Context: an optimization exercise on an open-source flow, tuned for small area. The choices shown serve that exercise and are no tape-out recipe. Function was checked by simulation only, so behaviour that the tests miss may differ from the original. Power is estimated from default activity; no workload was simulated.

==> flow/design.v <==
module reg_file_2r1w #(
  parameter int N      = 32,
  parameter int ADDR_W = 5
) (
  input  logic              clk,
  input  logic              rst,
  input  logic [ADDR_W-1:0] rd_addr0,
  input  logic [ADDR_W-1:0] rd_addr1,
  output logic [N-1:0]      rd_data0,
  output logic [N-1:0]      rd_data1,
  input  logic              wr_ena,
  input  logic [ADDR_W-1:0] wr_addr,
  input  logic [N-1:0]      wr_data
);
  localparam int NREG = 2 ** ADDR_W;
  logic [N-1:0] regs_q [NREG];
  logic [N-1:0] regs_d [NREG];
  logic         wr_act;
  logic         byp0;
  logic         byp1;
  always_comb begin
    wr_act = wr_ena && (wr_addr != '0) && !rst;
    for (int i = 0; i < NREG; i++) begin
      regs_d[i] = regs_q[i];
    end
    regs_d[0] = '0;
    if (wr_act) begin
      regs_d[wr_addr] = wr_data;
    end
  end
  always_ff @(posedge clk) begin
    if (rst) begin
      for (int i = 0; i < NREG; i++) begin
        regs_q[i] <= '0;
      end
    end else begin
      for (int i = 0; i < NREG; i++) begin
        regs_q[i] <= regs_d[i];
      end
    end
  end
  always_comb begin
    byp0 = wr_act && (wr_addr == rd_addr0);
    byp1 = wr_act && (wr_addr == rd_addr1);
    rd_data0 = '0;
    if (rd_addr0 != '0) begin
      rd_data0 = byp0 ? wr_data : regs_q[rd_addr0];
    end
    rd_data1 = '0;
    if (rd_addr1 != '0) begin
      rd_data1 = byp1 ? wr_data : regs_q[rd_addr1];
    end
  end
endmodule
==> flow/run.sh <==
#!/bin/bash
# synth_recipe.tcl (not shown) runs the flow's synth.tcl, then flattens the netlist and writes it again
# the make line also repeats each setting of config.mk as NAME=value (left out here)
make -C /OpenROAD-flow-scripts/flow DESIGN_CONFIG=/design/flow/config.mk WORK_HOME=/design/flow/orfs CLKGATE_MAP_FILE= SYNTH_SCRIPT=/design/flow/synth_recipe.tcl finish
==> flow/config.mk <==
export PLATFORM = sky130hd
export DESIGN_NAME = reg_file_2r1w
export DESIGN_NICKNAME = reg_file_2r1w
export VERILOG_FILES = /design/flow/design.v
export SDC_FILE = /design/flow/constraint.sdc
export NUM_CORES = 4
export LEC_CHECK = 0
export CAP_MARGIN = 20
export CORE_MARGIN = 2
export CORE_UTILIZATION = 30
export PLACE_DENSITY = 0.45
export SETUP_SLACK_MARGIN = 0.5
export SLEW_MARGIN = 20
==> flow/constraint.sdc <==
create_clock -name core_clock -period 6.0 [get_ports {clk}]
set_input_delay 1.2000 -clock core_clock [delete_from_list [all_inputs] [get_ports {clk}]]
set_output_delay 1.2000 -clock core_clock [all_outputs]
set_load 0.01 [all_outputs]
==> impl_results.md, run 1 <==
* Run status: complete, no violations
* Largest stage delay on the critical path at 0.98 ns
* Top_reg_cell synth: dfxtp_1
* Share of cells above drive strength 1 at 13.0%
* Crit Path Class: input pin to output port
* Final hold viol count at 0
* GPL Wtd Cong at 1.05
* Clock tree buffer depth at 3
* First-pass GRT wire length at around 520,000 um
* Maxcap violations at 0
* Initial antenna violation count at 48
* Final Cell Area at 59,600 sq um
* Grt ovf at 0
* Largest registers: regs_q (992)
* Final-report max-slew violation count at 0
* Final worst-path setup slack at 0.349 ns
* Pleak at 19.4 nW
* Crit-path leading delay family: simple AND/OR/NAND/NOR gates
* Critical path fanouts, max at 14
* Final min period at 5.65 ns
* Ports at 114
* Die ar. at ~170,000 sq um
* Synthesized area at just under 50,000 sq um
* Most common cell in the netlist: nand2_1
* Setup TNS at 0 ns
* Pwr/cell area at 272 nW/um^2
* Filler instances at between 15,000 and 20,000
* Arr. time, crit path at 4.45 ns
* Synth top area share at 40.6%
* Sequential share of the synthesized area at 40.6%
* Max-slew headroom at 11.4%
* CTS buffer count at 118
* Root buffer cell: clkbuf_16
* Chip height at 408 um
* Worst-Skew Late Latency at 0.78 ns
* Via Count at about 61,000
* Cells after synthesis at approximately 6,600
* Fmax at 177 MHz
* Die Span X at 408 um
* Global-route usage over all layers at 45.9%
* Post-synth top area cell: dfxtp_1
* Largest register FFs at 992
* Hpwl dp at about 260,000 um
* Post-DR vias/cell at 6.75
* Initial Utilization at 30.1%
* Placed Area at 54,800 sq um
* Row count at 148
* Worst setup EP type: output port
* Asr flop ratio synth at 0%
* Hold Path Class: flop to flop
* Crit-path cells: buf_2 -> or2_4 -> nor2_4 -> a221o_1 -> nor4_1 -> a21oi_1 -> clkdlybuf4s50_1
* Mapped Nets at 6,674
* Maximum VDD drop at 0.312 mV
* Initial DRC count at 12,400
* Placed insts at 8,694
* R2R Setup Slk at 5.09 ns
* Worst-path clk slew at about 0.070 ns
* Largest cells by area after synthesis: dfxtp_1 41%, nand2_1 16%, a21oi_1 11%
* EDFF count, synth at 0
* Syn. warnings at 3
* Crit path buffers/inverters at 2
* Net count, final at 6,712
* Vias in the first global route at 53,300
* Area grow syn2layout at 21.9%
* Top post-synthesis cells by count: 2,142 x nand2_1, 1,058 x a21oi_1, 992 x dfxtp_1, 566 x a22oi_1, 455 x clkbuf_1
* CTS tree: yes
* FF+latch count, synth at 992
* Post-place setup slack at 0.112 ns
* Fin crit share at 94.2%
* Syn avg cell area at 7.38 sq um
* Least-Margin Pin Slew at 1.32 ns
* DR pass1 iterations at 7
* Final setup viols at 0
* Netlist cell types at 81
* RSZ-0062 raised after global routing: no
* Worst path slowest cell: nor2_4
* Worst-case hold slack at 0.468 ns
* Port bufs at approximately 110
* Clk_skew at 0 ns
* WL/cell at 44.6 um
* H-tree levels at 3
* CP startpoint kind: input pin
* DRT antenna net count at 0
* Final wirelength at ~400,000 um
* Req. time, crit path at 4.80 ns
* Drt drc at 0
* Largest reg by FF count: regs_q
* Core Region at 162,000 sq um
* Largest net degree at the start of global routing at 191
* Non-Filler Instances at 8,971
* Clock sink total at between 900 and 1,000
==> routing by layer <==
metal  GRT usage, %  routed length [um]
met3           17.3               57100
met1           58.9              153000
met2           62.4              156000
met5          0.517                 422
met4           32.4               33100
==> stage by stage <==
step                utilization, %  power (mW)
detailed placement            33.7        7.95
global route                  36.6        16.4
floorplan                        -        7.26
finish                        36.7        16.2
CTS                           36.6        16.1
global placement              33.7        7.95
==> kinds of logic (layout without fill, tap and decap cells) <==
logic type,count (synthesis),after routing,share of synthesized area [%]
AND/OR/NAND/NOR,2779,2779,23.9
other,0,34,0
XOR/XNOR,10,10,0.179
AO/OA/AOI/OAI,2010,2010,26.0
buffers and inverters,682,820,6.04
multiplexers,151,151,3.25
flip-flops,992,992,40.6
==> worst paths after layout <==
kind / start / end / depth (start not counted)
setup / recovery: rd_addr1[0] / rd_data1[24] / 7
hold / removal: regs_q[11][24]$_SDFFE_PP0P_ / regs_q[11][24]$_SDFFE_PP0P_ / 2
setup reg to reg: regs_q[23][26]$_SDFFE_PP0P_ / regs_q[23][26]$_SDFFE_PP0P_ / 2
hold reg to reg: regs_q[11][24]$_SDFFE_PP0P_ / regs_q[11][24]$_SDFFE_PP0P_ / 2
==> cell usage in the layout, fill, tap and decap left out, types with 34 or more instances in the layout <==
master and count:
clkbuf_16 120, buf_12 72, nor2_4 89, diode_2 34, nor2_1 91, nor4_1 37
a221oi_1 50, nand3_1 67, dfxtp_1 992, and3_1 46, nand2_1 2115, nor3_1 67
clkdlybuf4s50_1 101, buf_4 412, a21oi_1 1057, mux2i_1 125, nand4_1 96, a22o_1 116
a22oi_1 565, a31oi_1 34
==> final cells by class <==
| type | count | area [sq um] | share of cell area (%) |
|---|---|---|---|
| flip-flops and latches | 992 | 19900 | 33.3 |
| diodes | 34 | 85.1 | 0.143 |
| clock inverters | 51 | 916 | 1.54 |
| clock buffers | 169 | 3440 | 5.77 |
| inverters | 9 | 33.8 | 0.0567 |
| multi-input cells | 4950 | 26900 | 45.2 |
| repair buffers | 591 | 5600 | 9.40 |
| well taps | 2175 | 2720 | 4.57 |
==> worst reg2reg max path, delay by kind of cell, from the launching register on <==
| family | cells | cell delay [ns] |
|---|---|---|
| flip-flops | 1 | 0.56 |
| AO/OA/AOI/OAI | 1 | 0.17 |
| AND/OR/NAND/NOR | 1 | 0.09 |
==> power by group <==
part | internal [mW] | switching (mW)
Clock | 4.97 | 3.32
Sequential | 6.61 | 0.0363
Combinational | 0.263 | 0.995
Total | 11.8 | 4.35
==> timing repair <==
action                     in CTS  in global routing
hold buffers                    0                  0
gates resized for setup        13                 11
pin swaps                       7                  4
setup buffers                  18                  4
setup endpoints to repair      43                 23
==> run 2, diff against run 1 <==
==> flow/design.v (replaced) <==
module rf_aoi222 (
  input  logic a1, b1, a2, b2, a3, b3,
  output logic y_n
);
  assign y_n = !((a1 && b1) || (a2 && b2) || (a3 && b3));
endmodule
module rf_aoi22 (
  input  logic a1, b1, a2, b2,
  output logic y_n
);
  assign y_n = !((a1 && b1) || (a2 && b2));
endmodule
module rf_rd_bit (
  input  logic [31:0] sel,
  input  logic [31:0] d,
  output logic        y
);
  logic [10:0] p_n;
  for (genvar g = 0; g < 10; g++) begin : g_aoi
    rf_aoi222 u_aoi (
      .a1(sel[3*g]),   .b1(d[3*g]),
      .a2(sel[3*g+1]), .b2(d[3*g+1]),
      .a3(sel[3*g+2]), .b3(d[3*g+2]),
      .y_n(p_n[g]));
  end
  rf_aoi22 u_aoi_last (.a1(sel[30]), .b1(d[30]), .a2(sel[31]), .b2(d[31]), .y_n(p_n[10]));
  assign y = !(&p_n);
endmodule
module rf_rd_dec (
  input  logic [4:0]  rd_addr,
  input  logic [4:0]  wr_addr,
  input  logic        wr_act,
  input  logic [31:1] wact,
  output logic [31:0] sel
);
  always_comb begin
    sel[0] = wr_act && (wr_addr == rd_addr) && (rd_addr != '0);
    for (int i = 1; i < 32; i++) begin
      sel[i] = (rd_addr == 5'(i)) && !wact[i];
    end
  end
endmodule
module reg_file_2r1w #(
  parameter int N      = 32,
  parameter int ADDR_W = 5
) (
  input  logic              clk,
  input  logic              rst,
  input  logic [ADDR_W-1:0] rd_addr0,
  input  logic [ADDR_W-1:0] rd_addr1,
  output logic [N-1:0]      rd_data0,
  output logic [N-1:0]      rd_data1,
  input  logic              wr_ena,
  input  logic [ADDR_W-1:0] wr_addr,
  input  logic [N-1:0]      wr_data
);
  localparam int NREG = 2 ** ADDR_W;
  logic [N-1:0]    regs_q [1:NREG-1];
  logic [NREG-1:1] wr_en;
  logic [N-1:0]    wr_val;
  logic            wr_act;
  logic [NREG-1:1] wact;
  logic [NREG-1:0] sel0;
  logic [NREG-1:0] sel1;
  always_comb begin
    wr_act = wr_ena && !rst;
    wr_val = rst ? '0 : wr_data;
    for (int i = 1; i < NREG; i++) begin
      wr_en[i] = rst || (wr_ena && (wr_addr == ADDR_W'(i)));
      wact[i]  = wr_act && (wr_addr == ADDR_W'(i));
    end
  end
  always_ff @(posedge clk) begin
    for (int i = 1; i < NREG; i++) begin
      if (wr_en[i]) regs_q[i] <= wr_val;
    end
  end
  rf_rd_dec u_dec0 (.rd_addr(rd_addr0), .wr_addr(wr_addr), .wr_act(wr_act), .wact(wact), .sel(sel0));
  rf_rd_dec u_dec1 (.rd_addr(rd_addr1), .wr_addr(wr_addr), .wr_act(wr_act), .wact(wact), .sel(sel1));
  for (genvar b = 0; b < N; b++) begin : g_bit
    logic [NREG-1:0] col;
    always_comb begin
      col[0] = wr_data[b];
      for (int i = 1; i < NREG; i++) col[i] = regs_q[i][b];
    end
    rf_rd_bit u_rd0 (.sel(sel0), .d(col), .y(rd_data0[b]));
    rf_rd_bit u_rd1 (.sel(sel1), .d(col), .y(rd_data1[b]));
  end
endmodule
==> flow/flow/run.sh (new file) <==
#!/bin/bash
# Own layout flow: the standard ORFS flow (standard.sh, unchanged synthesis) with
#  * port buffers of the smallest plain buffer instead of the default delay-cell buffers;
#  * clock tree synthesis without dummy loads, built from small clock buffers.
# Each tool's full output is kept in ORFS's own logs under orfs/logs; make's output goes to
# flow_make.log here.
set -euo pipefail
export BUFFER_PORTS_ARGS="-buffer_cell sky130_fd_sc_hd__buf_1"
export CTS_ARGS="-sink_clustering_enable -repair_clock_nets -dont_use_dummy_load -sink_clustering_size 10 -sink_clustering_max_diameter 35 -buf_list {sky130_fd_sc_hd__clkbuf_4}"
bash standard.sh finish > flow_make.log 2>&1
==> flow/standard.sh (new file) <==
#!/bin/bash
# synth_recipe.tcl (not shown) runs the flow's synth.tcl, then flattens the netlist and writes it again
# the make line also repeats each setting of config.mk as NAME=value (left out here)
make -C /OpenROAD-flow-scripts/flow DESIGN_CONFIG=/design/flow/config.mk WORK_HOME=/design/flow/orfs CLKGATE_MAP_FILE= SYNTH_SCRIPT=/design/flow/synth_recipe.tcl "${@:-finish}"
--- a/flow/config.mk
+++ b/flow/config.mk
@@ -7,7 +7,9 @@
 export LEC_CHECK = 0
 export CAP_MARGIN = 20
 export CORE_MARGIN = 2
-export CORE_UTILIZATION = 30
-export PLACE_DENSITY = 0.45
-export SETUP_SLACK_MARGIN = 0.5
+export CORE_UTILIZATION = 55
+export CTS_BUF_LIST = sky130_fd_sc_hd__clkbuf_4
+export PLACE_DENSITY = 0.65
+export SETUP_SLACK_MARGIN = 0.3
 export SLEW_MARGIN = 20
+export SYNTH_HIERARCHICAL = 1
removed: flow/run.sh
==> run 2 against run 1 <==
  * Global-route usage decreased by 4.9 points
  * Clock power shrank about 60%
  * First-iteration DRC count decreased by 30%
  * Total power is 19% lower
  * Core utilization increased by 25 points
  * Hold slack better by 0.17 ns
  * Sequential share of layout area is 33 points higher
  * Sequential power up 29%
  * Final area shrank 25%
  * Clock-buffer cell count fell by 19
  * Flip-flop and latch count is the same
==> impl_results.md, run 2 <==
* Run status: complete, no violations (unchanged)
* RSZ-0062 raised after global routing: yes (was no)
* Pleak at 14.1 nW (was 19.4 nW)
* Final min period at 5.76 ns (was 5.65 ns)
* CTS buffer count at 150 (was 118)
* Crit Path Class: input pin to output port (unchanged)
* Row count at 99 (was 148)
* Die Span X at 274 um (was 408 um)
* Mapped Nets at 2,261 (was 6,674)
* GPL Wtd Cong at 0.988 (was 1.05)
* Worst-path clk slew at 0.10 ns (was 0.07 ns)
* CTS resizes at 0 (was 13)
* DR WL met3 at 26,400 um (was 57,100 um)
* DRT antenna net count at 0 (unchanged)
* Cells after synthesis at 2,211 (was 6,624)
* Chip height at 274 um (was 408 um)
* Worst setup EP type: output port (unchanged)
* Req. time, crit path at 4.80 ns (about the same)
* Largest net degree at the start of global routing at 38 (was 191)
* Core Region at 72,700 sq um (was 162,000 sq um)
* Setup Fix Bufs, Post-CTS at 0 (was 18)
* Global-route usage over all layers at 41.0% (was 45.9%)
* Pwr/cell area at 293 nW/um^2 (was 272 nW/um^2)
* First-pass GRT wire length at 215,000 um (was 516,000 um)
* Most common cell in the netlist: edfxtp_1 (was nand2_1)
* DR pass1 iterations at 13 (was 7)
* Sequential share of the synthesized area at 74.1% (was 40.6%)
* Drt drc at 0 (unchanged)
* CTS tree: yes (unchanged)
* Most frequent cells in the layout: 992 x edfxtp_1, 640 x a222oi_1, 151 x clkbuf_4, 144 x buf_4, 129 x nand4_1 (was 2,115 x nand2_1, 1,057 x a21oi_1, 992 x dfxtp_1, 565 x a22oi_1, 412 x buf_4)
* Share of cells above drive strength 1 at 19.7% (was 13.0%)
* Via Count at 31,100 (was 60,600)
* Clock group share of total power at 25.1% (was 51.2%)
* Initial antenna violation count at 9 (was 48)
* Wl on met1 at 49,100 um (was 153,000 um)
* Post-synth top area cell: edfxtp_1 (was dfxtp_1)
* Synthesized area at 40,200 sq um (was 48,900 sq um)
* Reg area at 29,800 sq um (was 19,900 sq um)
* Syn. warnings at 9 (was 3)
* Arr. time, crit path at 4.56 ns (was 4.45 ns)
* Sw frac at 25.8% (was 26.9%)
* Largest registers: regs_q (992) (unchanged)
* Least-Margin Pin Slew at 1.19 ns (was 1.32 ns)
* Clock tree buffer depth at 3 (unchanged)
* Critical path fanouts, max at 32 (was 14)
* Final worst-path setup slack at 0.241 ns (was 0.349 ns)
* Largest reg by FF count: regs_q (unchanged)
* Ports at 114 (unchanged)
* Maximum VDD drop at 0.213 mV (was 0.312 mV)
* Initial DRC count at 8,633 (was 12,400)
* CP startpoint kind: input pin (unchanged)
* Final hold viol count at 0 (unchanged)
* Top_reg_cell synth: edfxtp_1 (was dfxtp_1)
* Worst-case hold slack at 0.640 ns (was 0.468 ns)
* Area grow syn2layout at 11.9% (was 21.9%)
* Part of the power in registers at 65.3% (was 41.1%)
* Worst path slowest cell: or3b_1 (was nor2_4)
* Final wirelength at 155,000 um (was 400,000 um)
* Netlist cell types at 33 (was 81)
* Max-slew headroom at 20.6% (was 11.4%)
* Top post-synthesis cells by count: 992 x edfxtp_1, 640 x a222oi_1, 129 x nand4_1, 68 x nand3_1 (was 2,142 x nand2_1, 1,058 x a21oi_1, 992 x dfxtp_1, 566 x a22oi_1, 455 x clkbuf_1)
* Initial Utilization at 55.3% (was 30.1%)
* NetSw at 3.40 mW (was 4.35 mW)
* Fin crit share at 96.0% (was 94.2%)
* FF+latch count, synth at 992 (unchanged)
* Post-place setup slack at 0.358 ns (was 0.112 ns)
* Hold Path Class: input pin to flop (was flop to flop)
* Largest register FFs at 992 (unchanged)
* Largest cells by area after synthesis: edfxtp_1 74%, a222oi_1 16%, nand4_1 2.0% (was dfxtp_1 41%, nand2_1 16%, a21oi_1 11%)
* Maxcap violations at 0 (unchanged)
* Fmax at 174 MHz (was 177 MHz)
* Synth top area share at 74.1% (was 40.6%)
* Vias in the first global route at 29,900 (was 53,300)
* Largest stage delay on the critical path at 0.55 ns (was 0.98 ns)
* Area of the multi-input gates at 11,000 sq um (was 26,900 sq um)
* H-tree levels at 4 (was 3)
* Grt ovf at 0 (unchanged)
* Hpwl dp at 89,100 um (was 256,000 um)
* Final setup viols at 0 (unchanged)
* Post-DR vias/cell at 8.71 (was 6.75)
* Pint at 9.77 mW (was 11.8 mW)
* CTS Hold Bufs at 0 (unchanged)
* Crit-path cells: clkbuf_4 -> or3b_1 -> buf_4 -> nor3_1 -> nor3_2 -> buf_12 -> a222oi_1 -> nand4_1 -> or3_1 -> buf_1 (was buf_2 -> or2_4 -> nor2_4 -> a221o_1 -> nor4_1 -> a21oi_1 -> clkdlybuf4s50_1)
* EDFF count, synth at 992 (was 0)
* Die ar. at 75,300 sq um (was 166,000 sq um)
* Syn avg cell area at 18.2 sq um (was 7.38 sq um)
* Final-report max-slew violation count at 0 (unchanged)
* WL/cell at 43.6 um (was 44.6 um)
* Top sig layer: met5 (unchanged)
* Combinational power share at 9.6% (was 7.8%)
* Asr flop ratio synth at 0% (unchanged)
* Filler instances at 5,304 (was 17,100)
* Net count, final at 2,657 (was 6,712)
* Root buffer cell: clkbuf_4 (was clkbuf_16)
* Most common cell after layout, fill and taps aside: edfxtp_1 (was nand2_1)
* Port bufs at 113 (unchanged)
* Clock sink total at 992 (unchanged)
* DR WL met2 at 66,400 um (was 156,000 um)
-- run 2: cell types whose count changed after synthesis, moves of 50 or more --
cell | previous run | this run
a222oi_1 | 8 | 640
a21oi_1 | 1058 | 0
dfxtp_1 | 992 | 0
clkbuf_1 | 455 | 11
buf_2 | 163 | 14
or3_1 | 6 | 64
nand2_1 | 2142 | 11
a22oi_2 | 0 | 64
edfxtp_1 | 0 | 992
a22o_1 | 116 | 0
a22oi_1 | 566 | 0
nor2_1 | 154 | 13
a221oi_1 | 50 | 0
mux2i_1 | 126 | 0
-- run 2: cell families after synthesis --
group | count (synthesis) | share of synthesized area, %
XOR/XNOR | 8 | 0.174
buffers and inverters | 31 | 0.445
AND/OR/NAND/NOR | 441 | 6.69
flip-flops | 992 | 74.1
AO/OA/AOI/OAI | 739 | 18.6
-- run 2: layout make-up --
class / instances / area share, %
Timing Repair Buffer: 275 / 4.07
Clock buffer: 150 / 2.50
Sequential cell: 992 / 66.2
Multi-Input combinational cell: 1188 / 24.5
Antenna cell: 4 / 0.0223
Tap cell: 959 / 2.67
-- run 2: through the flow --
stage               TNS (ns)  utilization, %  total power [mW]  cells  cell area (sq um)
floorplan             -14.02               -              9.23   2211              40200
global placement           0            60.0              9.87   3406              43600
detailed placement         0            60.1              9.94   3413              43700
CTS                        0            61.7              13.1   3563              44900
global route               0            61.9              13.5   3567              45000
finish                     0            61.9              13.2   3568              45000
-- run 2: worst paths after layout --
kind	startpoint	end	cells past startpoint
setup / recovery	rst	rd_data0[3]	10
hold / removal	wr_data[6]	regs_q[3][6]$_DFFE_PP_	2
-- run 2: per-layer routing --
metal  GRT usage [%]  vias up
li1                -    11700
met1            52.6    15000
met2            59.9     3527
met3            11.9      767
met4            29.3        4
met5           0.385        -
-- run 2: power groups by stage --
stage	Combinational, mW	Clock [mW]	Sequential [mW]
after floorplan	0.571	0	8.66
after global placement	1.17	0	8.70
after detailed placement	1.20	0	8.75
after CTS	1.20	3.31	8.59
after global routing	1.27	3.59	8.66
final	1.26	3.31	8.61
-- run 2: per-module statistics from Yosys, one instance, submodules excluded --
module / copies in the design / flops+latches
rf_rd_dec: 2 / 0
reg_file_2r1w: 1 / 992
rf_rd_bit: 64 / 0
rf_aoi222: 640 / 0
rf_aoi22: 64 / 0
-- run 2: critical path, delay by kind of cell --
kind	cells	cell delay, ns
buffers and inverters	4	0.72
AND/OR/NAND/NOR	5	2.06
AO/OA/AOI/OAI	1	0.54
==> run 3, diff against run 2 <==
==> flow/flow/run.sh (replaced) <==
#!/bin/bash
# Own layout flow: the standard ORFS flow (standard.sh, unchanged synthesis) with
#  * port buffers of the smallest plain buffer instead of the default delay-cell buffers;
#  * clock tree synthesis without dummy loads.
# Each tool's full output is kept in ORFS's own logs under orfs/logs; make's output goes to
# flow_make.log here.
set -euo pipefail
export BUFFER_PORTS_ARGS="-buffer_cell sky130_fd_sc_hd__buf_1"
export CTS_ARGS="-sink_clustering_enable -repair_clock_nets -dont_use_dummy_load -buf_list {sky130_fd_sc_hd__clkbuf_4 sky130_fd_sc_hd__clkbuf_8}"
bash standard.sh finish > flow_make.log 2>&1
--- a/flow/config.mk
+++ b/flow/config.mk
@@ -8,7 +8,7 @@
 export CAP_MARGIN = 20
 export CORE_MARGIN = 2
 export CORE_UTILIZATION = 55
-export CTS_BUF_LIST = sky130_fd_sc_hd__clkbuf_4
+export CTS_BUF_LIST = sky130_fd_sc_hd__clkbuf_4 sky130_fd_sc_hd__clkbuf_8
 export PLACE_DENSITY = 0.65
 export SETUP_SLACK_MARGIN = 0.3
 export SLEW_MARGIN = 20
==> run 3 against run 2 <==
  * Still clean
  * Clock-buffer cell count rose by 9
  * Combinational power about the same
  * Non-clock buffer count up 1
  * Synthesized cell count is the same
  * Die area unchanged
  * Via count is 0.33% lower
  * Critical path depth is 1 higher
  * Synthesized area stayed put
  * Core utilization up 1.5 points
  * Final cell count up 0.31%
  * Setup slack improved by 0.031 ns
  * Critical path type unchanged
==> impl_results.md, run 3 <==
* Worst path slowest cell: a222oi_1 (was or3b_1)
* Via Count at 31,000 (was 31,100)
* Pwr/cell area at 317 nW/um^2 (was 293 nW/um^2)
* Ports at 114 (unchanged)
* Crit-path cells: buf_1 -> buf_4 -> nand2b_1 -> buf_4 -> nor3_1 -> nor3_2 -> buf_4 -> a222oi_1 -> nand4_1 -> or3_1 -> buf_1 (was clkbuf_4 -> or3b_1 -> buf_4 -> nor3_1 -> nor3_2 -> buf_12 -> a222oi_1 -> nand4_1 -> or3_1 -> buf_1)
* Initial Utilization at 55.3% (unchanged)
* Syn. warnings at 9 (unchanged)
* Area grow syn2layout at 14.5% (was 11.9%)
* Worst setup EP type: output port (unchanged)
* Top post-synthesis cells by count: 992 x edfxtp_1, 640 x a222oi_1, 129 x nand4_1, 68 x nand3_1 (unchanged)
* Setup Fix Bufs, Post-CTS at 0 (unchanged)
* RSZ-0062 raised after global routing: yes (unchanged)
* Mapped Nets at 2,261 (unchanged)
* Most frequent cells in the layout: 992 x edfxtp_1, 640 x a222oi_1, 159 x clkbuf_8, 144 x buf_4, 129 x nand4_1 (was 992 x edfxtp_1, 640 x a222oi_1, 151 x clkbuf_4, 144 x buf_4, 129 x nand4_1)
* FF+latch count, synth at 992 (unchanged)
* Clock tree buffer depth at 3 (unchanged)
* Global-route usage over all layers at 41.2% (was 41.0%)
* CTS resizes at 0 (unchanged)
* CP startpoint kind: input pin (unchanged)
* Post-DR vias/cell at 8.65 (was 8.71)
* Vias in the first global route at 30,000 (was 29,900)
* Initial DRC count at 8,661 (was 8,633)
* Hold depth at 2 (unchanged)
* Largest net degree at the start of global routing at 38 (unchanged)
* Clock sink total at 992 (unchanged)
* Port bufs at 113 (unchanged)
* Final min period at 5.73 ns (was 5.76 ns)
* Worst-path clk slew at 0.05 ns (was 0.10 ns)
* First-pass GRT wire length at 216,000 um (was 215,000 um)
* Chip height at 274 um (unchanged)
* Drt drc at 0 (unchanged)
* Largest register FFs at 992 (unchanged)
* Syn avg cell area at 18.2 sq um (unchanged)
* Critical path fanouts, max at 32 (unchanged)
* Netlist cell types at 33 (unchanged)
* Row count at 99 (unchanged)
* Hold Path Class: input pin to flop (unchanged)
* CTS Hold Bufs at 0 (unchanged)
* Min-delay src: wr_data[10] (was wr_data[6])
* Hpwl dp at 89,100 um (unchanged)
* Root buffer cell: clkbuf_8 (was clkbuf_4)
* Asr flop ratio synth at 0% (unchanged)
* Maxcap violations at 0 (unchanged)
* Arr. time, crit path at 4.53 ns (was 4.56 ns)
* CTS buffer count at 159 (was 150)
* DR pass1 iterations at 11 (was 13)
* Die Span X at 274 um (unchanged)
* Final setup viols at 0 (unchanged)
* Largest cells by area after synthesis: edfxtp_1 74%, a222oi_1 16%, nand4_1 2.0% (unchanged)
* Core Region at 72,700 sq um (unchanged)
* Largest reg by FF count: regs_q (unchanged)
* Net count, final at 2,667 (was 2,657)
* WL/cell at 43.5 um (was 43.6 um)
* EDFF count, synth at 992 (unchanged)
* Tot Pwr at 14.6 mW (was 13.2 mW)
* Most common cell after layout, fill and taps aside: edfxtp_1 (unchanged)
* Synthesized area at 40,200 sq um (unchanged)
* GPL Wtd Cong at 0.988 (unchanged)
* Die ar. at 75,300 sq um (unchanged)
* CTS tree: yes (unchanged)
* Top_reg_cell synth: edfxtp_1 (unchanged)
* Final hold viol count at 0 (unchanged)
* Cells after synthesis at 2,211 (unchanged)
* Req. time, crit path at 4.80 ns (about the same)
* Fmax at 175 MHz (was 174 MHz)
* Pleak at 14.5 nW (was 14.1 nW)
* H-tree levels at 4 (unchanged)
* Fin crit share at 95.5% (was 96.0%)
* Final-report max-slew violation count at 0 (unchanged)
* Max-slew headroom at 19.3% (was 20.6%)
* Share of cells above drive strength 1 at 20.0% (was 19.7%)
* Synth top area share at 74.1% (unchanged)
* Crit path top cell by count: buf_4
* Hold Path Sink: regs_q[4][10]$_DFFE_PP_ (was regs_q[3][6]$_DFFE_PP_)
* Sequential share of the synthesized area at 74.1% (unchanged)
* Final wirelength at 156,000 um (was 155,000 um)
* Most common cell in the netlist: edfxtp_1 (unchanged)
* Maximum VDD drop at 0.225 mV (was 0.213 mV)
* Setup TNS at 0 ns (unchanged)
* Grt ovf at 0 (unchanged)
* Largest stage delay on the critical path at 0.69 ns (was 0.55 ns)
* Largest registers: regs_q (992) (unchanged)
* Initial antenna violation count at 9 (unchanged)
* Run status: complete, no violations (unchanged)
* Post-synth top area cell: edfxtp_1 (unchanged)
* DRT antenna net count at 0 (unchanged)
* Crit Path Class: input pin to output port (unchanged)
* Least-Margin Pin Slew at 1.21 ns (was 1.19 ns)
-- run 3: cell counts after synthesis --
Identical to the previous run, type by type.
-- run 3: logic make-up (layout without fill, tap and decap cells) --
family                    Yosys count  count (layout)  share of synthesized area (%)
AOI/OAI and AO/OA                 739             739                           18.6
xor gates and xnor gates            8               8                          0.174
buffers and inverters              31             435                          0.445
DFF                               992             992                           74.1
other                               0               5                              0
and+or+nand+nor                   441             441                           6.69
-- run 3: worst max path at each step --
stage / cells after the start / to / start
6_report: 11 / rd_data1[10] / wr_addr[1]
3_5_place_dp: 9 / rd_data0[4] / rst
4_1_cts: 9 / rd_data0[4] / rst
2_1_floorplan: 7 / rd_data0[0] / wr_addr[0]
3_3_place_gp: 8 / rd_data1[3] / rst
5_1_grt: 9 / rd_data1[2] / rst
-- run 3: through the flow --
stage | instances | instance area, sq um | hold WS (ns) | setup slack, ns | utilization, %
2_1_floorplan | 2211 | 40200 | 1.74 | -0.219 | -
3_3_place_gp | 3406 | 43600 | 1.65 | 0.389 | 60.0
3_5_place_dp | 3413 | 43700 | 1.66 | 0.358 | 60.1
4_1_cts | 3572 | 45900 | 0.804 | 0.352 | 63.2
5_1_grt | 3577 | 46000 | 0.837 | 0.301 | 63.3
6_report | 3579 | 46100 | 0.869 | 0.272 | 63.3
-- run 3: final cells by class --
type | instances | area (sq um)
well taps | 959 | 1200
repair buffers | 276 | 1850
diodes | 5 | 12.5
fillers | 5117 | 26700
multi-input cells | 1188 | 11000
flip-flops and latches | 992 | 29800
clock buffers | 159 | 2190
-- run 3: critical path: cells and delay by family --
kind / cells / cell delay (ns)
AO/OA/AOI/OAI: 1 / 0.69
buffers and inverters: 5 / 0.95
AND/OR/NAND/NOR: 5 / 1.61
-- run 3: metal layers --
layer,global-route usage [%],vias to the layer above,routed length (um)
li1,-,11700,-
met4,30.0,8,13200
met3,11.7,706,26300
met1,53.3,15000,49400
met2,59.7,3539,66900
met5,0,-,78
-- run 3: where the power goes --
group / internal (mW) / switching [mW]
Sequential: 8.31 / 0.316
Combinational: 0.332 / 0.928
Clock: 2.33 / 2.37
Total: 11.0 / 3.62
-- run 3: per-module statistics from Yosys (local to each module, per instance) --
module,flops+latches,cells inside
reg_file_2r1w,992,1131
rf_rd_dec,0,60
rf_rd_bit,0,4
rf_aoi22,0,1
rf_aoi222,0,1
==> run 4, diff against run 3 <==
==> flow/flow/run.sh (replaced) <==
#!/bin/bash
# Own layout flow: the standard ORFS flow (standard.sh, unchanged synthesis) with
#  * port buffers of the smallest plain buffer instead of the default delay-cell buffers;
#  * clock tree synthesis without dummy loads and with somewhat larger sink clusters.
# Each tool's full output is kept in ORFS's own logs under orfs/logs; make's output goes to
# flow_make.log here.
set -euo pipefail
export BUFFER_PORTS_ARGS="-buffer_cell sky130_fd_sc_hd__buf_1"
export CTS_ARGS="-sink_clustering_enable -repair_clock_nets -dont_use_dummy_load -sink_clustering_size 16 -sink_clustering_max_diameter 45 -buf_list {sky130_fd_sc_hd__clkbuf_4 sky130_fd_sc_hd__clkbuf_8}"
bash standard.sh finish > flow_make.log 2>&1
==> run 4 against run 3 <==
  * Still clean
  * Wire length down 0.45%
  * Clock power down 19%
  * Setup slack better by 0.015 ns
  * Clock-buffer cell count down 49
  * Flip-flop and latch count unchanged
  * Sequential share of layout area up 0.99 points
  * Sequential power about the same
  * Final area down 1.5%
  * Combinational power about the same
  * Critical path depth down 1
  * Core utilization down 0.96 points
  * Die area unchanged
  * Critical endpoint is now rd_data1[3]
==> impl_results.md, run 4 <==
* Run status: complete, no violations (unchanged)
* Mapped Nets at 2,261 (unchanged)
* First-pass GRT wire length at 214,000 um (was 216,000 um)
* Chip height at 274 um (unchanged)
* Top post-synthesis cells by count: 992 x edfxtp_1, 640 x a222oi_1, 129 x nand4_1, 68 x nand3_1 (unchanged)
* Crit Path Class: input pin to output port (unchanged)
* Worst-path clk slew at 0.06 ns (was 0.05 ns)
* DRT antenna net count at 0 (unchanged)
* Initial Utilization at 55.3% (unchanged)
* Die ar. at 75,300 sq um (unchanged)
* Fmax at 175 MHz (about the same)
* Final setup viols at 0 (unchanged)
* Combinational power share at 9.2% (was 8.6%)
* Sequential share of the synthesized area at 74.1% (unchanged)
* Clock tree buffer depth at 3 (unchanged)
* Area grow syn2layout at 12.8% (was 14.5%)
* Placed insts at 3,413 (unchanged)
* Pint at 10.2 mW (was 11.0 mW)
* CTS buffer count at 110 (was 159)
* Core Region at 72,700 sq um (unchanged)
* Crit-path leading delay family: simple AND/OR/NAND/NOR gates (unchanged)
* Drt drc at 0 (unchanged)
* Max-slew headroom at 19.6% (was 19.3%)
* WL/cell at 44.0 um (was 43.5 um)
* Maximum VDD drop at 0.234 mV (was 0.225 mV)
* Worst setup EP type: output port (unchanged)
* Row count at 99 (unchanged)
* H-tree levels at 3 (was 4)
* Share of cells above drive strength 1 at 18.4% (was 20.0%)
* FF+latch count, synth at 992 (unchanged)
* Net count, final at 2,617 (was 2,667)
* Crit-path cells: clkbuf_4 -> or3b_1 -> buf_4 -> nor3_1 -> nor3_2 -> buf_12 -> a222oi_1 -> nand4_1 -> or3_1 -> buf_1 (was buf_1 -> buf_4 -> nand2b_1 -> buf_4 -> nor3_1 -> nor3_2 -> buf_4 -> a222oi_1 -> nand4_1 -> or3_1 -> buf_1)
* Most common cell after layout, fill and taps aside: edfxtp_1 (unchanged)
* Synth top area share at 74.1% (unchanged)
* Initial antenna violation count at 4 (was 9)
* Largest registers: regs_q (992) (unchanged)
* Sw frac at 25.1% (was 24.8%)
* Vias in the first global route at 29,600 (was 30,000)
* Post-place setup slack at 0.358 ns (unchanged)
* Asr flop ratio synth at 0% (unchanged)
* Maxcap violations at 0 (unchanged)
* Hold Path Class: input pin to flop (unchanged)
* Clock sink total at 992 (unchanged)
* Req. time, crit path at 4.80 ns (about the same)
* Via Count at 30,700 (was 31,000)
* Pwr/cell area at 302 nW/um^2 (was 317 nW/um^2)
* Most common cell in the netlist: edfxtp_1 (unchanged)
* Largest register FFs at 992 (unchanged)
* Synthesized area at 40,200 sq um (unchanged)
* Most frequent cells in the layout: 992 x edfxtp_1, 640 x a222oi_1, 144 x buf_4, 129 x nand4_1, 112 x buf_1 (was 992 x edfxtp_1, 640 x a222oi_1, 159 x clkbuf_8, 144 x buf_4, 129 x nand4_1)
* Top_reg_cell synth: edfxtp_1 (unchanged)
* Global-route usage over all layers at 40.7% (was 41.2%)
* Filler instances at 5,195 (was 5,117)
* Final Cell Area at 45,400 sq um (was 46,100 sq um)
* Non-Filler Instances at 3,526 (was 3,579)
* Largest net degree at the start of global routing at 38 (unchanged)
* Syn. warnings at 9 (unchanged)
* Final worst-path setup slack at 0.286 ns (was 0.272 ns)
* Pleak at 14.2 nW (was 14.5 nW)
* Fin crit share at 95.2% (was 95.5%)
* Syn avg cell area at 18.2 sq um (unchanged)
* DR pass1 iterations at 13 (was 11)
* Final min period at 5.71 ns (was 5.73 ns)
* Arr. time, crit path at 4.51 ns (was 4.53 ns)
* Post-synth top area cell: edfxtp_1 (unchanged)
* Root buffer cell: clkbuf_8 (unchanged)
* Crit path buffers/inverters at 4 (was 5)
* Largest stage delay on the critical path at 0.56 ns (was 0.69 ns)
* Largest cells by area after synthesis: edfxtp_1 74%, a222oi_1 16%, nand4_1 2.0% (unchanged)
* CTS tree: yes (unchanged)
* Critical path fanouts, max at 32 (unchanged)
* Port bufs at 113 (unchanged)
* Netlist cell types at 33 (unchanged)
* Hpwl dp at 89,100 um (unchanged)
* GPL Wtd Cong at 0.988 (unchanged)
* Die Span X at 274 um (unchanged)
* Placed Area at 43,700 sq um (unchanged)
* Least-Margin Pin Slew at 1.20 ns (was 1.21 ns)
* Final wirelength at 155,000 um (was 156,000 um)
* NetSw at 3.44 mW (was 3.62 mW)
* Worst path slowest cell: a222oi_1 (unchanged)
* EDFF count, synth at 992 (unchanged)
* Grt ovf at 0 (unchanged)
* RSZ-0062 raised after global routing: no (was yes)
* Part of the power in registers at 63.0% (was 59.1%)
* Cells after synthesis at 2,211 (unchanged)
* Final hold viol count at 0 (unchanged)
* Initial DRC count at 8,904 (was 8,661)
* Setup TNS at 0 ns (unchanged)
* Clock group share of total power at 27.8% (was 32.2%)
* Largest reg by FF count: regs_q (unchanged)
* CP startpoint kind: input pin (unchanged)
* Final-report max-slew violation count at 0 (unchanged)
* Ports at 114 (unchanged)
* Post-DR vias/cell at 8.71 (was 8.65)
==> run 4: cell count changes in the layout (fill, tap and decap cells not counted) <==
| cell | change |
|---|---|
| clkbuf_8 | -49 |
| diode_2 | -3 |
| buf_1 | +1 |
| buf_8 | -1 |
| clkbuf_2 | -1 |
| nor2_1 | -1 |
| nor2_2 | +1 |
==> run 4: logic make-up (layout without fill, tap and decap cells) <==
group,count (synthesis),in the layout,share of synthesized area (%)
AOI/OAI and AO/OA,739,739,18.6
DFF,992,992,74.1
xor gates and xnor gates,8,8,0.174
and+or+nand+nor,441,441,6.69
other,0,2,0
buffers and inverters,31,385,0.445
==> run 4: timing repair <==
| action | 4_1_cts | 5_1_grt |
|---|---|---|
| setup buffers | 0 | 0 |
| endpoints found under the setup margin | 0 | 16 |
| hold buffers | 0 | 0 |
| hold endpoints to repair | 0 | 0 |
| resized for setup | 0 | 4 |
==> run 4: path summary, 6_finish.rpt <==
path	start	slack, ns	end	depth (start not counted)
max	rst	0.29	rd_data1[3]	10
min	wr_data[6]	0.90	regs_q[3][6]$_DFFE_PP_	2
==> run 4: final cells by class <==
| class | instances | area, sq um | area share (%) |
|---|---|---|---|
| Clock buffer | 110 | 1510 | 3.34 |
| Timing Repair Buffer | 275 | 1830 | 4.04 |
| Multi-Input combinational cell | 1188 | 11000 | 24.3 |
| Sequential cell | 992 | 29800 | 65.7 |
| Antenna cell | 2 | 5.00 | 0.0110 |
| Tap cell | 959 | 1200 | 2.65 |
==> run 4: power by group through the flow <==
stage	logic (mW)	clock network, mW	registers [mW]
2_1_floorplan	0.571	0	8.66
3_3_place_gp	1.17	0	8.70
3_5_place_dp	1.20	0	8.75
4_1_cts	1.20	3.80	8.60
5_1_grt	1.27	4.05	8.66
6_report	1.26	3.81	8.61
==> run 4: Yosys stat by module (local to each module, per instance) <==
module | cells | flip-flops and latches | copies in the design
reg_file_2r1w | 1131 | 992 | 1
rf_aoi22 | 1 | 0 | 64
rf_aoi222 | 1 | 0 | 640
rf_rd_bit | 4 | 0 | 64
rf_rd_dec | 60 | 0 | 2
==> run 4: stage by stage <==
| stage | util, % | hold WS, ns | total power [mW] |
|---|---|---|---|
| floorplan | - | 1.74 | 9.23 |
| global placement | 60.0 | 1.65 | 9.87 |
| detailed placement | 60.1 | 1.66 | 9.94 |
| CTS | 62.2 | 0.853 | 13.6 |
| global route | 62.4 | 0.887 | 14.0 |
| finish | 62.4 | 0.903 | 13.7 |
==> run 4: metal layers <==
metal,GRT usage [%],vias to the layer above,share of wire [%]
met5,0,-,0.039
met1,53.2,15000,32
li1,-,11600,-
met4,29.7,6,9.1
met3,10.4,705,16
met2,59.6,3467,43
==> run 5, diff against run 4 <==
==> flow/flow/run.sh (replaced) <==
#!/bin/bash
# Own layout flow: the standard ORFS flow (standard.sh, unchanged synthesis) with
#  * port buffers of the smallest plain buffer instead of the default delay-cell buffers;
#  * clock tree synthesis without dummy loads and with somewhat larger sink clusters;
#  * power recovery after global routing, which downsizes gates off the critical paths.
# Each tool's full output is kept in ORFS's own logs under orfs/logs; make's output goes to
# flow_make.log here.
set -euo pipefail
export BUFFER_PORTS_ARGS="-buffer_cell sky130_fd_sc_hd__buf_1"
export CTS_ARGS="-sink_clustering_enable -repair_clock_nets -dont_use_dummy_load -sink_clustering_size 16 -sink_clustering_max_diameter 45 -buf_list {sky130_fd_sc_hd__clkbuf_4 sky130_fd_sc_hd__clkbuf_8}"
export RECOVER_POWER=100
bash standard.sh finish > flow_make.log 2>&1
==> run 5 against run 4 <==
  * The layout now fails its checks (capacitance limit, slew limit)
  * Sequential power about the same
  * Critical path depth unchanged
  * Sequential share of layout area increased by 0.84 points
  * Setup slack got worse by 0.15 ns
  * Die area unchanged
  * First-iteration DRC count decreased by 2.2%
  * Synthesized cell count unchanged
  * Clock power about the same
  * Non-clock buffer count unchanged
  * Final area decreased by 1.3%
==> impl_results.md, run 5 <==
* Most common cell after layout, fill and taps aside: edfxtp_1 (unchanged)
* Grt ovf at 0 (unchanged)
* EDFF count, synth at 992 (unchanged)
* GPL Wtd Cong at 0.988 (unchanged)
* Initial Utilization at 55.3% (unchanged)
* RSZ-0062 raised after global routing: no (unchanged)
* Worst setup EP type: output port (unchanged)
* Hold Path Sink: regs_q[3][6]$_DFFE_PP_ (unchanged)
* H-tree levels at 3 (unchanged)
* Synthesized area at 40,200 sq um (unchanged)
* Non-Filler Instances at 3,526 (unchanged)
* Drt drc at 0 (unchanged)
* Most common cell in the netlist: edfxtp_1 (unchanged)
* DRT antenna net count at 0 (unchanged)
* Post-synth top area cell: edfxtp_1 (unchanged)
* Placed Area at 43,700 sq um (unchanged)
* GR peak layer: met2 (unchanged)
* Final hold viol count at 0 (unchanged)
* Final setup viols at 0 (unchanged)
* Top_reg_cell synth: edfxtp_1 (unchanged)
* Sequential share of the synthesized area at 74.1% (unchanged)
* Max-slew headroom at -141% (was 19.6%)
* Root buffer cell: clkbuf_8 (unchanged)
* Hold depth at 2 (unchanged)
* Setup TNS at 0 ns (unchanged)
* Hpwl dp at 89,100 um (unchanged)
* Global-route usage over all layers at 40.7% (unchanged)
* Via Count at 30,700 (about the same)
* Critical path fanouts, max at 32 (unchanged)
* Setup Fix Bufs, Post-CTS at 0 (unchanged)
* Port bufs at 113 (unchanged)
* Initial DRC count at 8,707 (was 8,904)
* Largest net degree at the start of global routing at 38 (unchanged)
* M1 GR Usage at 53.2% (unchanged)
* Ports at 114 (unchanged)
* Met2 Track Usage GR at 59.6% (unchanged)
* Core Region at 72,700 sq um (unchanged)
* Most frequent cells in the layout: 992 x edfxtp_1, 640 x a222oi_1, 129 x nand4_1, 111 x buf_1, 110 x clkbuf_8 (was 992 x edfxtp_1, 640 x a222oi_1, 144 x buf_4, 129 x nand4_1, 112 x buf_1)
* Final min period at 5.86 ns (was 5.71 ns)
* Hold Path Class: input pin to flop (unchanged)
* Run status: finished with violations (was complete, no violations)
* Final worst-path setup slack at 0.139 ns (was 0.286 ns)
* Die ar. at 75,300 sq um (unchanged)
* Final-report max-slew violation count at 1,457 (was 0)
* Syn avg cell area at 18.2 sq um (unchanged)
* CTS tree: yes (unchanged)
* Largest registers: regs_q (992) (unchanged)
* Die Span X at 274 um (unchanged)
* Tot Pwr at 13.7 mW (about the same)
* Largest reg by FF count: regs_q (unchanged)
* Final wirelength at 155,000 um (about the same)
* First-pass GRT wire length at 214,000 um (unchanged)
* CP startpoint kind: input pin (unchanged)
* Pwr/cell area at 305 nW/um^2 (was 302 nW/um^2)
* Final Cell Area at 44,800 sq um (was 45,400 sq um)
* CTS Hold Bufs at 0 (unchanged)
* Arr. time, crit path at 4.66 ns (was 4.51 ns)
* Row count at 99 (unchanged)
* Fin crit share at 97.7% (was 95.2%)
* Initial antenna violation count at 4 (unchanged)
* Share of cells above drive strength 1 at 14.5% (was 18.4%)
* Vias in the first global route at 29,600 (unchanged)
* Least-Margin Pin Slew at 3.62 ns (was 1.20 ns)
* Req. time, crit path at 4.80 ns (about the same)
* Layout violations: capacitance limit, slew limit
* Placed insts at 3,413 (unchanged)
* Worst-path clk slew at 0.06 ns (about the same)
* Post-DR vias/cell at 8.70 (was 8.71)
* Maxcap violations at 51 (was 0)
* Worst-case hold slack at 0.892 ns (was 0.903 ns)
* Clock tree buffer depth at 3 (unchanged)
* Synth top area share at 74.1% (unchanged)
* Chip height at 274 um (unchanged)
* Net count, final at 2,617 (unchanged)
* Largest register FFs at 992 (unchanged)
* Cells after synthesis at 2,211 (unchanged)
* Top post-synthesis cells by count: 992 x edfxtp_1, 640 x a222oi_1, 129 x nand4_1, 68 x nand3_1 (unchanged)
* DR pass1 iterations at 13 (unchanged)
* Largest cells by area after synthesis: edfxtp_1 74%, a222oi_1 16%, nand4_1 2.0% (unchanged)
* Fmax at 171 MHz (was 175 MHz)
* Netlist cell types at 33 (unchanged)
* Post-place setup slack at 0.358 ns (unchanged)
* Syn. warnings at 9 (unchanged)
* Asr flop ratio synth at 0% (unchanged)
* WL/cell at 43.9 um (was 44.0 um)
* Maximum VDD drop at 0.233 mV (was 0.234 mV)
* Final Util at 61.6% (was 62.4%)
* Mapped Nets at 2,261 (unchanged)
* CTS resizes at 0 (unchanged)
* Met3 usage at 10.4% (unchanged)
* FF+latch count, synth at 992 (unchanged)
* Crit Path Class: input pin to output port (unchanged)
* Area grow syn2layout at 11.4% (was 12.8%)
* Pleak at 13.8 nW (was 14.2 nW)
* Filler instances at 5,290 (was 5,195)
* Clock sink total at 992 (unchanged)
* CTS buffer count at 110 (unchanged)
* Min-delay src: wr_data[6] (unchanged)
run 5: changes by cell type in the layout (fill, tap and decap cells not counted), sizes merged:
cell / delta
buf: -60
clkbuf: +60
run 5: logic make-up (layout without fill, tap and decap cells):
family | after synthesis | count (layout) | synth area share [%]
flip-flops | 992 | 992 | 74.1
other | 0 | 2 | 0
AND/OR/NAND/NOR | 441 | 441 | 6.69
XOR/XNOR | 8 | 8 | 0.174
buffers and inverters | 31 | 385 | 0.445
AO/OA/AOI/OAI | 739 | 739 | 18.6
run 5: power breakdown:
group / internal [mW] / leakage [nW] / switching (mW)
combinational: 0.299 / 3.45 / 0.916
sequential: 8.33 / 9.59 / 0.315
clock: 1.61 / 0.791 / 2.19
run 5: final cells by class:
type	count	area, sq um	area share, %
repair buffers	275	1580	3.53
diodes	2	5.00	0.0112
well taps	959	1200	2.68
clock buffers	110	1510	3.38
multi-input cells	1188	10700	23.9
flip-flops and latches	992	29800	66.5
run 5: layer usage:
| metal | vias to the layer above | routed length, um |
|---|---|---|
| met4 | 2 | 13700 |
| li1 | 11600 | - |
| met1 | 15000 | 49200 |
| met2 | 3354 | 66500 |
| met5 | - | 9 |
| met3 | 695 | 25500 |
run 5: critical path, stage by stage:
cell and delay, ns:
clkbuf_1 0.35, nand3b_1 0.16, buf_4 0.19, nor3_1 0.38
nor3_2 0.10, buf_2 0.47, a222oi_1 0.72, nand4_1 0.43
or3_1 0.47, buf_1 0.14
run 5: Yosys stat by module, one instance, submodules excluded:
module | flip-flops and latches | times used
reg_file_2r1w | 992 | 1
rf_aoi22 | 0 | 64
rf_rd_dec | 0 | 2
rf_rd_bit | 0 | 64
rf_aoi222 | 0 | 640
run 5: worst max path at each step:
stage | start | end | depth (start not counted)
detailed placement | rst | rd_data0[4] | 9
CTS | rst | rd_data0[4] | 9
global placement | rst | rd_data1[3] | 8
global route | wr_addr[3] | rd_data1[10] | 10
finish | wr_addr[3] | rd_data1[10] | 10
floorplan | wr_addr[0] | rd_data0[0] | 7

==> re-timing with driven ports <==
How much do the figures lean on ideal ports? The routed layouts below were timed once more, with nothing changed but the port constraints. Step 1 sets driving cells, clkbuf_16 on the clock port and buf_2 on the other inputs (assumed; they add their load-dependent delay and slew). Step 2 moves the port delays by t, midway between the first and last clock arrival at a register: inputs arrive t later, outputs are due t later. That takes back most of the time a late clock gives input paths. Slacks: ideal ports / drivers / drivers and shift; pairs: ideal ports / drivers.
| run | t, ns | setup WS [ns] | latest minus earliest clock arrival (ns) | worst register clock-pin slew, ns | worst slew at a driven data input, ns |
|---|---|---|---|---|---|
| run 1 | 0.893 | 0.349 / 0.178 / 0.178 | 0.069 / 0.068 | 0.07 / 0.07 | 0.33 |
| run 2 | 1.037 | 0.241 / 0.215 / 0.215 | 0.153 / 0.152 | 0.11 / 0.11 | 0.07 |
| run 3 | 0.822 | 0.272 / 0.249 / 0.249 | 0.109 / 0.109 | 0.07 / 0.07 | 0.06 |
| run 4 | 0.778 | 0.286 / 0.261 / 0.261 | 0.141 / 0.141 | 0.11 / 0.11 | 0.06 |
| run 5 | 0.783 | 0.139 / 0.111 / 0.111 | 0.144 / 0.145 | 0.11 / 0.11 | 0.06 |
The setup slack of run 1, which loses most, moves by -0.171 ns with the drivers and by -0.171 ns with both steps.
